What follows belongs to an exercise in optimizing a design on an open flow for small area; a production flow would make more cautious choices.
The RTL was checked by simulation tests, not by an equivalence proof against the original design.
Power is estimated from default activity; no workload was simulated.

**flow/design.v**
```verilog
`timescale 1ns/10ps
module exec_stage (
  input  logic        clk,
  input  logic        reset,
  input  logic        in_valid,
  input  logic [5:0]  op1,
  input  logic [7:0]  op2,
  input  logic [15:0] imm,
  input  logic [31:0] rs_val,
  input  logic [31:0] rt_val,
  input  logic [31:0] pc,
  output logic        out_valid,
  output logic [31:0] result,
  output logic        wr_reg,
  output logic        redirect,
  output logic [31:0] redirect_pc
);
  logic alur, br, jal, sw, i_add, i_log;
  logic r_cmp, r_add, r_sub, r_log, r_shr, r_shl;
  assign alur  = (op1 == 6'h00);
  assign br    = (op1[5:2] == 4'b0010);
  assign jal   = (op1 == 6'h0c);
  assign sw    = (op1 == 6'h1a);
  assign i_add = (op1 == 6'h12) | (op1 == 6'h1a) | (op1 == 6'h20);
  assign i_log = (op1 == 6'h24) | (op1 == 6'h25) | (op1 == 6'h26);
  assign r_cmp = alur & (op2[7:2] == 6'b000010);
  assign r_add = alur & (op2 == 8'h20);
  assign r_sub = alur & (op2 == 8'h28);
  assign r_log = alur & (op2[7:4] == 4'h2) & op2[2] & (op2[1:0] != 2'b11);
  assign r_shr = alur & (op2 == 8'h30);
  assign r_shl = alur & (op2 == 8'h31);
  logic selimm, sel4, sub;
  assign selimm = op1[5] | op1[4];
  assign sel4   = op1[2];
  assign sub    = ~(op1[5] | op1[4] | op1[2]) & (op1[3] | (op2[3] & ~op2[2]));
  logic [31:0] simm, aa, bb, ap, ag, sum;
  assign simm = {{16{imm[15]}}, imm};
  assign aa   = rs_val;
  assign bb   = (selimm ? simm : (sel4 ? {simm[29:0], 2'b00} : rt_val)) ^ {32{sub}};
  assign ap   = aa ^ bb;
  assign ag   = aa & bb;
  wire ma_G0 = ag[0] | (ap[0] & sub);
  wire ma_Q4 = ag[4] | (ap[4] & ag[3]);
  wire ma_R4 = ap[4] & ap[3];
  wire ma_Q8 = ag[8] | (ap[8] & ag[7]);
  wire ma_R8 = ap[8] & ap[7];
  wire ma_Q16 = ag[16] | (ap[16] & ag[15]);
  wire ma_R16 = ap[16] & ap[15];
  wire ma_G1_4 = ag[1] | (ap[1] & ma_G0);
  wire ma_P1_4 = ap[1] & ap[0];
  wire ma_G3_5 = ag[3] | (ap[3] & ag[2]);
  wire ma_P3_5 = ap[3] & ap[2];
  wire ma_G5_6 = ag[5] | (ap[5] & ag[4]);
  wire ma_P5_6 = ap[5] & ap[4];
  wire ma_G7_7 = ag[7] | (ap[7] & ag[6]);
  wire ma_P7_7 = ap[7] & ap[6];
  wire ma_G9_8 = ag[9] | (ap[9] & ag[8]);
  wire ma_P9_8 = ap[9] & ap[8];
  wire ma_G11_9 = ag[11] | (ap[11] & ag[10]);
  wire ma_P11_9 = ap[11] & ap[10];
  wire ma_G13_10 = ag[13] | (ap[13] & ag[12]);
  wire ma_P13_10 = ap[13] & ap[12];
  wire ma_G15_11 = ag[15] | (ap[15] & ag[14]);
  wire ma_P15_11 = ap[15] & ap[14];
  wire ma_G17_12 = ag[17] | (ap[17] & ag[16]);
  wire ma_P17_12 = ap[17] & ap[16];
  wire ma_G19_13 = ag[19] | (ap[19] & ag[18]);
  wire ma_P19_13 = ap[19] & ap[18];
  wire ma_G21_14 = ag[21] | (ap[21] & ag[20]);
  wire ma_P21_14 = ap[21] & ap[20];
  wire ma_G23_15 = ag[23] | (ap[23] & ag[22]);
  wire ma_P23_15 = ap[23] & ap[22];
  wire ma_G25_16 = ag[25] | (ap[25] & ag[24]);
  wire ma_P25_16 = ap[25] & ap[24];
  wire ma_G27_17 = ag[27] | (ap[27] & ag[26]);
  wire ma_P27_17 = ap[27] & ap[26];
  wire ma_G29_18 = ag[29] | (ap[29] & ag[28]);
  wire ma_P29_18 = ap[29] & ap[28];
  wire ma_G31_19 = ag[31] | (ap[31] & ag[30]);
  wire ma_P31_19 = ap[31] & ap[30];
  wire ma_G2_20 = ag[2] | (ap[2] & ma_G1_4);
  wire ma_P2_20 = ap[2] & ma_P1_4;
  wire ma_G3_21 = ma_G3_5 | (ma_P3_5 & ma_G1_4);
  wire ma_P3_21 = ma_P3_5 & ma_P1_4;
  wire ma_G6_22 = ag[6] | (ap[6] & ma_G5_6);
  wire ma_P6_22 = ap[6] & ma_P5_6;
  wire ma_G7_23 = ma_G7_7 | (ma_P7_7 & ma_G5_6);
  wire ma_P7_23 = ma_P7_7 & ma_P5_6;
  wire ma_G10_24 = ag[10] | (ap[10] & ma_G9_8);
  wire ma_P10_24 = ap[10] & ma_P9_8;
  wire ma_G11_25 = ma_G11_9 | (ma_P11_9 & ma_G9_8);
  wire ma_P11_25 = ma_P11_9 & ma_P9_8;
  wire ma_G14_26 = ag[14] | (ap[14] & ma_G13_10);
  wire ma_P14_26 = ap[14] & ma_P13_10;
  wire ma_G15_27 = ma_G15_11 | (ma_P15_11 & ma_G13_10);
  wire ma_P15_27 = ma_P15_11 & ma_P13_10;
  wire ma_G18_28 = ag[18] | (ap[18] & ma_G17_12);
  wire ma_P18_28 = ap[18] & ma_P17_12;
  wire ma_G19_29 = ma_G19_13 | (ma_P19_13 & ma_G17_12);
  wire ma_P19_29 = ma_P19_13 & ma_P17_12;
  wire ma_G22_30 = ag[22] | (ap[22] & ma_G21_14);
  wire ma_P22_30 = ap[22] & ma_P21_14;
  wire ma_G23_31 = ma_G23_15 | (ma_P23_15 & ma_G21_14);
  wire ma_P23_31 = ma_P23_15 & ma_P21_14;
  wire ma_G26_32 = ag[26] | (ap[26] & ma_G25_16);
  wire ma_P26_32 = ap[26] & ma_P25_16;
  wire ma_G27_33 = ma_G27_17 | (ma_P27_17 & ma_G25_16);
  wire ma_P27_33 = ma_P27_17 & ma_P25_16;
  wire ma_G30_34 = ag[30] | (ap[30] & ma_G29_18);
  wire ma_P30_34 = ap[30] & ma_P29_18;
  wire ma_G31_35 = ma_G31_19 | (ma_P31_19 & ma_G29_18);
  wire ma_P31_35 = ma_P31_19 & ma_P29_18;
  wire ma_G4_36 = ma_Q4 | (ma_R4 & ma_G2_20);
  wire ma_P4_36 = ma_R4 & ma_P2_20;
  wire ma_G5_37 = ma_G5_6 | (ma_P5_6 & ma_G3_21);
  wire ma_P5_37 = ma_P5_6 & ma_P3_21;
  wire ma_G6_38 = ma_G6_22 | (ma_P6_22 & ma_G3_21);
  wire ma_P6_38 = ma_P6_22 & ma_P3_21;
  wire ma_G7_39 = ma_G7_23 | (ma_P7_23 & ma_G3_21);
  wire ma_P7_39 = ma_P7_23 & ma_P3_21;
  wire ma_G12_40 = ag[12] | (ap[12] & ma_G11_25);
  wire ma_P12_40 = ap[12] & ma_P11_25;
  wire ma_G13_41 = ma_G13_10 | (ma_P13_10 & ma_G11_25);
  wire ma_P13_41 = ma_P13_10 & ma_P11_25;
  wire ma_G14_42 = ma_G14_26 | (ma_P14_26 & ma_G11_25);
  wire ma_P14_42 = ma_P14_26 & ma_P11_25;
  wire ma_G15_43 = ma_G15_27 | (ma_P15_27 & ma_G11_25);
  wire ma_P15_43 = ma_P15_27 & ma_P11_25;
  wire ma_G20_44 = ag[20] | (ap[20] & ma_G19_29);
  wire ma_P20_44 = ap[20] & ma_P19_29;
  wire ma_G21_45 = ma_G21_14 | (ma_P21_14 & ma_G19_29);
  wire ma_P21_45 = ma_P21_14 & ma_P19_29;
  wire ma_G22_46 = ma_G22_30 | (ma_P22_30 & ma_G19_29);
  wire ma_P22_46 = ma_P22_30 & ma_P19_29;
  wire ma_G23_47 = ma_G23_31 | (ma_P23_31 & ma_G19_29);
  wire ma_P23_47 = ma_P23_31 & ma_P19_29;
  wire ma_G28_48 = ag[28] | (ap[28] & ma_G27_33);
  wire ma_P28_48 = ap[28] & ma_P27_33;
  wire ma_G29_49 = ma_G29_18 | (ma_P29_18 & ma_G27_33);
  wire ma_P29_49 = ma_P29_18 & ma_P27_33;
  wire ma_G30_50 = ma_G30_34 | (ma_P30_34 & ma_G27_33);
  wire ma_P30_50 = ma_P30_34 & ma_P27_33;
  wire ma_G31_51 = ma_G31_35 | (ma_P31_35 & ma_G27_33);
  wire ma_P31_51 = ma_P31_35 & ma_P27_33;
  wire ma_G8_52 = ma_Q8 | (ma_R8 & ma_G6_38);
  wire ma_P8_52 = ma_R8 & ma_P6_38;
  wire ma_G9_53 = ma_G9_8 | (ma_P9_8 & ma_G7_39);
  wire ma_P9_53 = ma_P9_8 & ma_P7_39;
  wire ma_G10_54 = ma_G10_24 | (ma_P10_24 & ma_G7_39);
  wire ma_P10_54 = ma_P10_24 & ma_P7_39;
  wire ma_G11_55 = ma_G11_25 | (ma_P11_25 & ma_G7_39);
  wire ma_P11_55 = ma_P11_25 & ma_P7_39;
  wire ma_G12_56 = ma_G12_40 | (ma_P12_40 & ma_G7_39);
  wire ma_P12_56 = ma_P12_40 & ma_P7_39;
  wire ma_G13_57 = ma_G13_41 | (ma_P13_41 & ma_G7_39);
  wire ma_P13_57 = ma_P13_41 & ma_P7_39;
  wire ma_G14_58 = ma_G14_42 | (ma_P14_42 & ma_G7_39);
  wire ma_P14_58 = ma_P14_42 & ma_P7_39;
  wire ma_G15_59 = ma_G15_43 | (ma_P15_43 & ma_G7_39);
  wire ma_P15_59 = ma_P15_43 & ma_P7_39;
  wire ma_G24_60 = ag[24] | (ap[24] & ma_G23_47);
  wire ma_P24_60 = ap[24] & ma_P23_47;
  wire ma_G25_61 = ma_G25_16 | (ma_P25_16 & ma_G23_47);
  wire ma_P25_61 = ma_P25_16 & ma_P23_47;
  wire ma_G26_62 = ma_G26_32 | (ma_P26_32 & ma_G23_47);
  wire ma_P26_62 = ma_P26_32 & ma_P23_47;
  wire ma_G27_63 = ma_G27_33 | (ma_P27_33 & ma_G23_47);
  wire ma_P27_63 = ma_P27_33 & ma_P23_47;
  wire ma_G28_64 = ma_G28_48 | (ma_P28_48 & ma_G23_47);
  wire ma_P28_64 = ma_P28_48 & ma_P23_47;
  wire ma_G29_65 = ma_G29_49 | (ma_P29_49 & ma_G23_47);
  wire ma_P29_65 = ma_P29_49 & ma_P23_47;
  wire ma_G30_66 = ma_G30_50 | (ma_P30_50 & ma_G23_47);
  wire ma_P30_66 = ma_P30_50 & ma_P23_47;
  wire ma_G31_67 = ma_G31_51 | (ma_P31_51 & ma_G23_47);
  wire ma_P31_67 = ma_P31_51 & ma_P23_47;
  wire ma_G16_68 = ma_Q16 | (ma_R16 & ma_G14_58);
  wire ma_P16_68 = ma_R16 & ma_P14_58;
  wire ma_G17_69 = ma_G17_12 | (ma_P17_12 & ma_G15_59);
  wire ma_P17_69 = ma_P17_12 & ma_P15_59;
  wire ma_G18_70 = ma_G18_28 | (ma_P18_28 & ma_G15_59);
  wire ma_P18_70 = ma_P18_28 & ma_P15_59;
  wire ma_G19_71 = ma_G19_29 | (ma_P19_29 & ma_G15_59);
  wire ma_P19_71 = ma_P19_29 & ma_P15_59;
  wire ma_G20_72 = ma_G20_44 | (ma_P20_44 & ma_G15_59);
  wire ma_P20_72 = ma_P20_44 & ma_P15_59;
  wire ma_G21_73 = ma_G21_45 | (ma_P21_45 & ma_G15_59);
  wire ma_P21_73 = ma_P21_45 & ma_P15_59;
  wire ma_G22_74 = ma_G22_46 | (ma_P22_46 & ma_G15_59);
  wire ma_P22_74 = ma_P22_46 & ma_P15_59;
  wire ma_G23_75 = ma_G23_47 | (ma_P23_47 & ma_G15_59);
  wire ma_P23_75 = ma_P23_47 & ma_P15_59;
  wire ma_G24_76 = ma_G24_60 | (ma_P24_60 & ma_G15_59);
  wire ma_P24_76 = ma_P24_60 & ma_P15_59;
  wire ma_G25_77 = ma_G25_61 | (ma_P25_61 & ma_G15_59);
  wire ma_P25_77 = ma_P25_61 & ma_P15_59;
  wire ma_G26_78 = ma_G26_62 | (ma_P26_62 & ma_G15_59);
  wire ma_P26_78 = ma_P26_62 & ma_P15_59;
  wire ma_G27_79 = ma_G27_63 | (ma_P27_63 & ma_G15_59);
  wire ma_P27_79 = ma_P27_63 & ma_P15_59;
  wire ma_G28_80 = ma_G28_64 | (ma_P28_64 & ma_G15_59);
  wire ma_P28_80 = ma_P28_64 & ma_P15_59;
  wire ma_G29_81 = ma_G29_65 | (ma_P29_65 & ma_G15_59);
  wire ma_P29_81 = ma_P29_65 & ma_P15_59;
  wire ma_G30_82 = ma_G30_66 | (ma_P30_66 & ma_G15_59);
  wire ma_P30_82 = ma_P30_66 & ma_P15_59;
  wire ma_G31_83 = ma_G31_67 | (ma_P31_67 & ma_G15_59);
  wire ma_P31_83 = ma_P31_67 & ma_P15_59;
  wire [32:0] ma_c;
  assign ma_c[0] = sub;
  assign ma_c[1] = ma_G0;
  assign ma_c[2] = ma_G1_4;
  assign ma_c[3] = ma_G2_20;
  assign ma_c[4] = ma_G3_21;
  assign ma_c[5] = ma_G4_36;
  assign ma_c[6] = ma_G5_37;
  assign ma_c[7] = ma_G6_38;
  assign ma_c[8] = ma_G7_39;
  assign ma_c[9] = ma_G8_52;
  assign ma_c[10] = ma_G9_53;
  assign ma_c[11] = ma_G10_54;
  assign ma_c[12] = ma_G11_55;
  assign ma_c[13] = ma_G12_56;
  assign ma_c[14] = ma_G13_57;
  assign ma_c[15] = ma_G14_58;
  assign ma_c[16] = ma_G15_59;
  assign ma_c[17] = ma_G16_68;
  assign ma_c[18] = ma_G17_69;
  assign ma_c[19] = ma_G18_70;
  assign ma_c[20] = ma_G19_71;
  assign ma_c[21] = ma_G20_72;
  assign ma_c[22] = ma_G21_73;
  assign ma_c[23] = ma_G22_74;
  assign ma_c[24] = ma_G23_75;
  assign ma_c[25] = ma_G24_76;
  assign ma_c[26] = ma_G25_77;
  assign ma_c[27] = ma_G26_78;
  assign ma_c[28] = ma_G27_79;
  assign ma_c[29] = ma_G28_80;
  assign ma_c[30] = ma_G29_81;
  assign ma_c[31] = ma_G30_82;
  assign ma_c[32] = ma_G31_83;
  assign sum = ap ^ ma_c[31:0];
  logic eq, lt, cmp;
  logic [1:0] cc;
  assign cc = alur ? op2[1:0] : op1[1:0];
  assign eq = &ap;
  assign lt = ap[31] ? sum[31] : rs_val[31];
  always_comb
    case (cc)
      2'd0: cmp = eq;
      2'd1: cmp = lt;
      2'd2: cmp = lt | eq;
      default: cmp = ~eq;
    endcase
  logic [31:0] lg;
  logic        t_and, t_xor, t_nor;
  always_comb begin
    t_and = 1'b0; t_xor = 1'b0; t_nor = 1'b0;
    case ({alur & op2[3], cc})
      3'b000: t_and = 1'b1;                           
      3'b001: begin t_and = 1'b1; t_xor = 1'b1; end   
      3'b010: t_xor = 1'b1;                           
      3'b100: begin t_nor = 1'b1; t_xor = 1'b1; end   
      3'b101: t_nor = 1'b1;                           
      3'b110: begin t_nor = 1'b1; t_and = 1'b1; end   
      default: ;
    endcase
  end
  assign lg = ({32{t_and}} & ag) | ({32{t_xor}} & ap) | ({32{t_nor}} & ~(ap | ag));
  logic [31:0] shx, shy;
  logic        fill, big;
  always_comb
    for (int i = 0; i < 32; i++) shx[i] = r_shl ? rs_val[31-i] : rs_val[i];
  assign fill = r_shr & rs_val[31];
  assign big  = |rt_val[31:5];
  logic [31:0] s0, s1, s2, s3;
  assign s0  = rt_val[4] ? {{16{fill}}, shx[31:16]} : shx;
  assign s1  = rt_val[3] ? {{8{fill}}, s0[31:8]} : s0;
  assign s2  = rt_val[2] ? {{4{fill}}, s1[31:4]} : s1;
  assign s3  = rt_val[1] ? {{2{fill}}, s2[31:2]} : s2;
  assign shy = big ? {32{fill}} : (rt_val[0] ? {fill, s3[31:1]} : s3);
  logic [29:0] ta, tb, tp, tg, tsum;
  logic [31:0] pcn;
  assign ta = pc[31:2];
  assign tb = op1[2] ? 30'd0 : simm[29:0];
  assign tp = ta ^ tb;
  assign tg = ta & tb;
  wire ta_G0 = tg[0] | (tp[0] & 1'b1);
  wire ta_G1_1 = tg[1] | (tp[1] & ta_G0);
  wire ta_P1_1 = tp[1] & tp[0];
  wire ta_G3_2 = tg[3] | (tp[3] & tg[2]);
  wire ta_P3_2 = tp[3] & tp[2];
  wire ta_G5_3 = tg[5] | (tp[5] & tg[4]);
  wire ta_P5_3 = tp[5] & tp[4];
  wire ta_G7_4 = tg[7] | (tp[7] & tg[6]);
  wire ta_P7_4 = tp[7] & tp[6];
  wire ta_G9_5 = tg[9] | (tp[9] & tg[8]);
  wire ta_P9_5 = tp[9] & tp[8];
  wire ta_G11_6 = tg[11] | (tp[11] & tg[10]);
  wire ta_P11_6 = tp[11] & tp[10];
  wire ta_G13_7 = tg[13] | (tp[13] & tg[12]);
  wire ta_P13_7 = tp[13] & tp[12];
  wire ta_G15_8 = tg[15] | (tp[15] & tg[14]);
  wire ta_P15_8 = tp[15] & tp[14];
  wire ta_G3_9 = ta_G3_2 | (ta_P3_2 & ta_G1_1);
  wire ta_P3_9 = ta_P3_2 & ta_P1_1;
  wire ta_G7_10 = ta_G7_4 | (ta_P7_4 & ta_G5_3);
  wire ta_P7_10 = ta_P7_4 & ta_P5_3;
  wire ta_G11_11 = ta_G11_6 | (ta_P11_6 & ta_G9_5);
  wire ta_P11_11 = ta_P11_6 & ta_P9_5;
  wire ta_G15_12 = ta_G15_8 | (ta_P15_8 & ta_G13_7);
  wire ta_P15_12 = ta_P15_8 & ta_P13_7;
  wire ta_G7_13 = ta_G7_10 | (ta_P7_10 & ta_G3_9);
  wire ta_P7_13 = ta_P7_10 & ta_P3_9;
  wire ta_G15_14 = ta_G15_12 | (ta_P15_12 & ta_G11_11);
  wire ta_P15_14 = ta_P15_12 & ta_P11_11;
  wire ta_G15_15 = ta_G15_14 | (ta_P15_14 & ta_G7_13);
  wire ta_P15_15 = ta_P15_14 & ta_P7_13;
  wire ta_G11_16 = ta_G11_11 | (ta_P11_11 & ta_G7_13);
  wire ta_P11_16 = ta_P11_11 & ta_P7_13;
  wire ta_G5_17 = ta_G5_3 | (ta_P5_3 & ta_G3_9);
  wire ta_P5_17 = ta_P5_3 & ta_P3_9;
  wire ta_G9_18 = ta_G9_5 | (ta_P9_5 & ta_G7_13);
  wire ta_P9_18 = ta_P9_5 & ta_P7_13;
  wire ta_G13_19 = ta_G13_7 | (ta_P13_7 & ta_G11_16);
  wire ta_P13_19 = ta_P13_7 & ta_P11_16;
  wire ta_G2_20 = tg[2] | (tp[2] & ta_G1_1);
  wire ta_P2_20 = tp[2] & ta_P1_1;
  wire ta_G4_21 = tg[4] | (tp[4] & ta_G3_9);
  wire ta_P4_21 = tp[4] & ta_P3_9;
  wire ta_G6_22 = tg[6] | (tp[6] & ta_G5_17);
  wire ta_P6_22 = tp[6] & ta_P5_17;
  wire ta_G8_23 = tg[8] | (tp[8] & ta_G7_13);
  wire ta_P8_23 = tp[8] & ta_P7_13;
  wire ta_G10_24 = tg[10] | (tp[10] & ta_G9_18);
  wire ta_P10_24 = tp[10] & ta_P9_18;
  wire ta_G12_25 = tg[12] | (tp[12] & ta_G11_16);
  wire ta_P12_25 = tp[12] & ta_P11_16;
  wire ta_G14_26 = tg[14] | (tp[14] & ta_G13_19);
  wire ta_P14_26 = tp[14] & ta_P13_19;
  wire [16:0] ta_c;
  assign ta_c[0] = 1'b1;
  assign ta_c[1] = ta_G0;
  assign ta_c[2] = ta_G1_1;
  assign ta_c[3] = ta_G2_20;
  assign ta_c[4] = ta_G3_9;
  assign ta_c[5] = ta_G4_21;
  assign ta_c[6] = ta_G5_17;
  assign ta_c[7] = ta_G6_22;
  assign ta_c[8] = ta_G7_13;
  assign ta_c[9] = ta_G8_23;
  assign ta_c[10] = ta_G9_18;
  assign ta_c[11] = ta_G10_24;
  assign ta_c[12] = ta_G11_16;
  assign ta_c[13] = ta_G12_25;
  assign ta_c[14] = ta_G13_19;
  assign ta_c[15] = ta_G14_26;
  assign ta_c[16] = ta_G15_15;
  assign tsum[15:0] = tp[15:0] ^ ta_c[15:0];
  logic tinc, tdec;
  logic [13:0] all1, all0;
  assign tinc = ta_c[16] & ~tb[15];
  assign tdec = ~ta_c[16] & tb[15];
  assign all1[0] = 1'b1;
  assign all0[0] = 1'b1;
  for (genvar i = 1; i < 14; i++) begin : g_incdec
    assign all1[i] = all1[i-1] & ta[15+i];
    assign all0[i] = all0[i-1] & ~ta[15+i];
  end
  assign tsum[29:16] = ta[29:16] ^ (({14{tinc}} & all1) | ({14{tdec}} & all0));
  assign pcn = {tsum, pc[1:0]};
  logic [31:0] res_n, tgt_n, sh_rev;
  logic        sel_sum, sel_log;
  assign sel_sum = r_add | r_sub | i_add;
  assign sel_log = r_log | i_log;
  always_comb
    for (int i = 0; i < 32; i++) sh_rev[i] = shy[31-i];
  assign res_n = ({32{sel_sum}} & sum)
               | ({32{sel_log}} & lg)
               | ({32{r_shr}}   & shy)
               | ({32{r_shl}}   & sh_rev)
               | ({32{jal}}     & pcn)
               | {31'd0, r_cmp & cmp};
  assign tgt_n = op1[2] ? sum : pcn;
  logic        v1, w1, r1;
  logic [31:0] res1;
  always_ff @(posedge clk or posedge reset)
    if (reset) begin
      v1 <= 1'b0;
      w1 <= 1'b0;
      r1 <= 1'b0;
    end else begin
      v1 <= in_valid;
      w1 <= in_valid & ~(br | sw);
      r1 <= in_valid & (jal | (br & cmp));
    end
  always_ff @(posedge clk)
    res1 <= res_n;
  logic redirect_n;
  assign redirect_n = r1 & ~redirect;
  always_ff @(posedge clk or posedge reset)
    if (reset) begin
      out_valid <= 1'b0;
      wr_reg    <= 1'b0;
      redirect  <= 1'b0;
    end else begin
      out_valid <= v1 & ~redirect;
      wr_reg    <= w1 & ~redirect;
      redirect  <= redirect_n;
    end
  always_ff @(posedge clk)
    result <= res1;
  always_ff @(posedge clk)
    if (!redirect_n)
      redirect_pc <= tgt_n;
endmodule
```
**flow/config.mk**
```make
export PLATFORM = sky130hd
export DESIGN_NAME = exec_stage
export DESIGN_NICKNAME = exec_stage
export VERILOG_FILES = /design/flow/design.v
export SDC_FILE = /design/flow/constraint.sdc
export NUM_CORES = 4
export LEC_CHECK = 0
export ABC_AREA = 1
export CAP_MARGIN = 20
export CORE_MARGIN = 2
export CORE_UTILIZATION = 40
export CTS_BUF_LIST = sky130_fd_sc_hd__clkbuf_4 sky130_fd_sc_hd__clkbuf_8
export CTS_CLUSTER_SIZE = 10
export GPL_TIMING_DRIVEN = 0
export SETUP_SLACK_MARGIN = 0.15
export SLEW_MARGIN = 20
```
**flow/standard.sh**
```bash
#!/bin/bash
# synth_recipe.tcl (not shown) runs the flow's synth.tcl, then flattens the netlist and writes it again
# the make line also repeats each setting of config.mk as NAME=value (left out here)
make -C /OpenROAD-flow-scripts/flow DESIGN_CONFIG=/design/flow/config.mk WORK_HOME=/design/flow/orfs CLKGATE_MAP_FILE= SYNTH_SCRIPT=/design/flow/synth_recipe.tcl "${@:-finish}"
```
**flow/flow/run.sh**
```bash
#!/bin/bash
# The standard layout (standard.sh: ORFS synthesis to final layout), with the
# smallest buffer, sky130_fd_sc_hd__buf_1, as the buffer ORFS puts on every port.
# The full make output goes to standard_flow.log in this folder.
set -euo pipefail
bash standard.sh "BUFFER_PORTS_ARGS=-buffer_cell sky130_fd_sc_hd__buf_1" finish > standard_flow.log 2>&1
```
**flow/constraint.sdc**
```tcl
create_clock -name core_clock -period 5.0 [get_ports {clk}]
set_input_delay 1.0000 -clock core_clock [delete_from_list [all_inputs] [get_ports {clk}]]
set_output_delay 1.0000 -clock core_clock [all_outputs]
set_load 0.01 [all_outputs]
```
==> impl_results.md <==
- Buffers added on ports: 192
- H-tree depth: 3
- Routability-driven placement congestion ratio: 1.01
- Endpoint class of the critical path: flip-flop
- Largest net degree at the start of global routing: 33
- Setup CP Type: input pin to flip-flop
- Core Util, Final: 46.1%
- Slowest-stage cell, CP: nor3_1
- Antenna Violating Nets Remaining: 0
- Yosys warns: 1
- Crit Path Max Fanout: 10
- Vias in the first global route: ~12k
- Worst path max stage delay: 0.59 ns
- I/O pin count: 196
- Cell Pwr Density: 220 nW/µm²
- Slew @ Worst Pin: 0.926 ns
- Syn_area_per_cell: 6.49 µm²
- Setup WS pre-CTS: -0.985 ns
- Initial Util: 40.5%
- Yosys cell types: 53
- Flops & latches, synth: 102
- Antenna diodes: 0
- TritonCTS buffer count: 9
- 1st-iter DRT viols: 1654
- Router iterations before antenna repair: 6
- Chip width: 169 µm
- Status: finished clean
- Initial antenna violation count: 0
- CTS tree: yes
- Maximum VDD drop: 0.162 mV
- RSZ-0062 raised after global routing: false
- WL/cell: 21.7 µm
- DP HPWL: about 40000 µm
- WHS: around 0.34 ns
- Max Fclk: roughly 210 MHz
- Final min period: about 4.7 ns
- Worst endpoint data arrival time: 4.94 ns
- P_leak: about 5.7 nW
- Core Area: 26800 µm²
- Post-DP Area: 12000 µm²
- Row Count: 60
- Vias/cell: 5.82
- Post-synthesis sequential area ratio: between 20% and 30%
- Final clock skew: 0.0237 ns
- Ys async rst share: 5.88%
- EDFF count, synth: 32
- Hold crit path type: flip-flop to flip-flop
- Skew-Pair Late Insertion Delay: 0.40 ns
- Drt drc: 0
- Worst endpoint required time: 5.23 ns
- Number of clock sinks: 102
- Fin worst setup slack: 0.284 ns
- Part of the cycle the worst path needs: 94.3%
- Slew Viols, Final: 0
- Design area: 12400 µm²
- Largest registers: redirect_pc: 32 flops, res1: 32 flops, result: 32 flops
- Overflow after GRT: 0
- Final setup viols: 0
- Nets: 2102
- Share of cells above drive strength 1: 5.30%
- Clock Pin Slew Worst Setup and Hold Paths: 0.11 ns
- Max Buffers Root-to-Sink: 2
- CP cell instances: buf_1, nor2_8, inv_4, nor2_4, clkinv_4, nor2_4, clkinv_1, clkbuf_4, xor2_1, inv_1, fa_1, nand3_1, nand2_1, nand4_1, nand3_2, a21oi_1, xor2_1, nor2_1, nor3_1, nand3_1
- Post-CTS Hold Buffers: 0
- Root buf cell: clkbuf_8
- Area growth syn-to-layout: 13.9%
- Total routed wirelength: ~48000 µm
- Fin. Hold Viols: 0
- Die height: 169 µm
- First-pass GRT wire length: between 70000 and 80000 µm
- Primary FF master, synth: dfxtp_1
- Leading post-synthesis cells by cell area: nand3_1, dfxtp_1, nand2_1, ha_1, edfxtp_1
- Synth top area share: between 10% and 20%
- Area leader, netlist: nand3_1
- Instance count of the mapped netlist: approximately 1.7k
- Via count: 13.0k
- Syn nets: ~1.9k
- DIE AREA: 28500 µm²
- Slew HR: 37.8%
- Max_cap viols: 0
- Critical Path Start Type: input pin
- Total GRT Usage: around 33%
- Synthesized cell area: 10900 µm²
-- final timing paths --
path	slack, ns	depth (start not counted)	startpoint	end
setup / recovery	0.28	20	op1[5]	res1[9]
hold / removal	0.34	0	res1[3]	result[3]
setup reg to reg	3.43	2	redirect	redirect_pc[27]
hold reg to reg	0.34	0	res1[3]	result[3]
max in group asynchronous	4.37	2	reset	r1
min in group asynchronous	0.45	2	reset	w1
-- cell usage in the layout (no fill, tap or decap), types with 4 or more instances in the layout --
cell type / n
a21oi_1: 43
a22oi_1: 14
a31oi_1: 6
buf_1: 205
buf_2: 21
buf_4: 9
clkbuf_1: 41
clkbuf_8: 10
dfrtp_1: 6
dfxtp_1: 64
edfxtp_1: 32
fa_1: 9
ha_1: 78
inv_1: 212
inv_2: 7
mux2i_1: 9
nand2_1: 320
nand2_2: 4
nand3_1: 380
nand4_1: 72
nor2_1: 90
nor2_2: 7
nor3_1: 9
nor4_1: 4
o211ai_1: 11
o21ai_0: 54
o21ai_1: 13
o221ai_1: 15
o22ai_1: 12
xnor2_1: 11
xor2_1: 57
-- critical path, delay by kind of cell --
family,cells,cell delay [ns]
fa+ha+maj,1,0.43
compound gates,1,0.20
simple gates,10,1.91
buf+inv,6,0.85
xor+xnor,2,0.53
-- cells in the mapped netlist, types with 3 or more instances --
cell type / count
a31oi_1: 7
edfxtp_1: 32
buf_4: 3
a22oi_1: 14
nand4_1: 72
o22ai_1: 12
nor2_2: 3
a21oi_1: 43
inv_2: 5
o211ai_1: 11
nor4_1: 4
nor2_1: 94
clkinv_1: 3
or2_2: 3
o2bb2ai_1: 3
o221ai_1: 15
o21ai_1: 11
xor2_1: 57
o21ai_0: 57
dfrtp_1: 6
o21bai_1: 3
dfxtp_1: 64
nor3_1: 10
xnor2_1: 11
buf_2: 22
ha_1: 81
mux2i_1: 9
nand3_1: 381
clkbuf_1: 44
buf_1: 15
nand2_2: 3
nor2_4: 3
fa_1: 10
inv_1: 215
nand2_1: 321
-- per-stage QoR --
step,TNS [ns],power (mW),instances
finish,0,2.72,2228
global route,0,2.86,2228
CTS,0,2.69,2224
detailed placement,-25.77,2.12,2206
global placement,-24.17,2.12,2206
floorplan,0,1.70,1673
-- power breakdown --
part	switching, mW	internal, mW	leakage, nW	total (mW)
Combinational	0.821	0.361	4.64	1.18
Clock	0.352	0.203	0.105	0.555
Sequential	0.0233	0.957	0.937	0.981
Total	1.20	1.52	5.68	2.72
-- metal layers --
layer  global-route usage [%]  part of all wire (%)
met5                        0                     0
met4                     13.8                   4.6
met3                     4.70                    10
met2                     46.2                    38
met1                     51.2                    47
-- cell type report --
cell class / count / area [µm²]
fillers: 2888 / 14400
clock inverters: 7 / 86.3
inverters: 224 / 851
multi-input cells: 1261 / 7310
clock buffers: 9 / 124
flip-flops and latches: 102 / 2390
well taps: 341 / 427
repair buffers: 198 / 767
plain buffers: 86 / 412
-- timing repair --
item / 4_1_cts / 5_1_grt
pin swaps: 4 / 5
setup buffers: 2 / 4
gates resized for setup: 20 / 18
endpoints found under the setup margin: 37 / 32
-- cell families (layout without fill, tap and decap cells) --
family                   count (synthesis)  in the layout  synth area share (%)
XOR/XNOR                                68             68                  5.48
multiplexers                             9              9                 0.829
buffers and inverters                  310            524                  11.2
AND/OR/NAND/NOR                        901            901                  38.4
AO/OA/AOI/OAI                          192            192                  10.9
flip-flops                             102            102                  22.0
adder cells (fa/ha/maj)                 91             91                  11.2

-- separate check: timing with driven ports --
How much do the figures lean on ideal ports? The routed layout below was timed once more, with nothing changed but the port constraints. Step 1 (the two cells are an assumption about what drives the block):
set clk [get_ports {clk}]
set_driving_cell -lib_cell sky130_fd_sc_hd__clkbuf_16 $clk
set_driving_cell -lib_cell sky130_fd_sc_hd__buf_2 [delete_from_list [all_inputs] $clk]
Step 2 times the ports against the registers' clock, not the clock port: input delays grow and output delays shrink by t, the midpoint of the rising clock arrivals with the driver on. Three values: ideal, step 1, step 2; two values: the first two.
shift t [ns]: 0.436
setup WS [ns]: 0.284 / 0.314 / -0.122
hold slack, ns: 0.337 / 0.337 / 0.337
cell pins on the clock port's net: 1
Met with ideal ports but missed after step 2: setup timing in this run. The setup slack of this run moves by +0.030 ns with the drivers and by -0.406 ns with both steps.
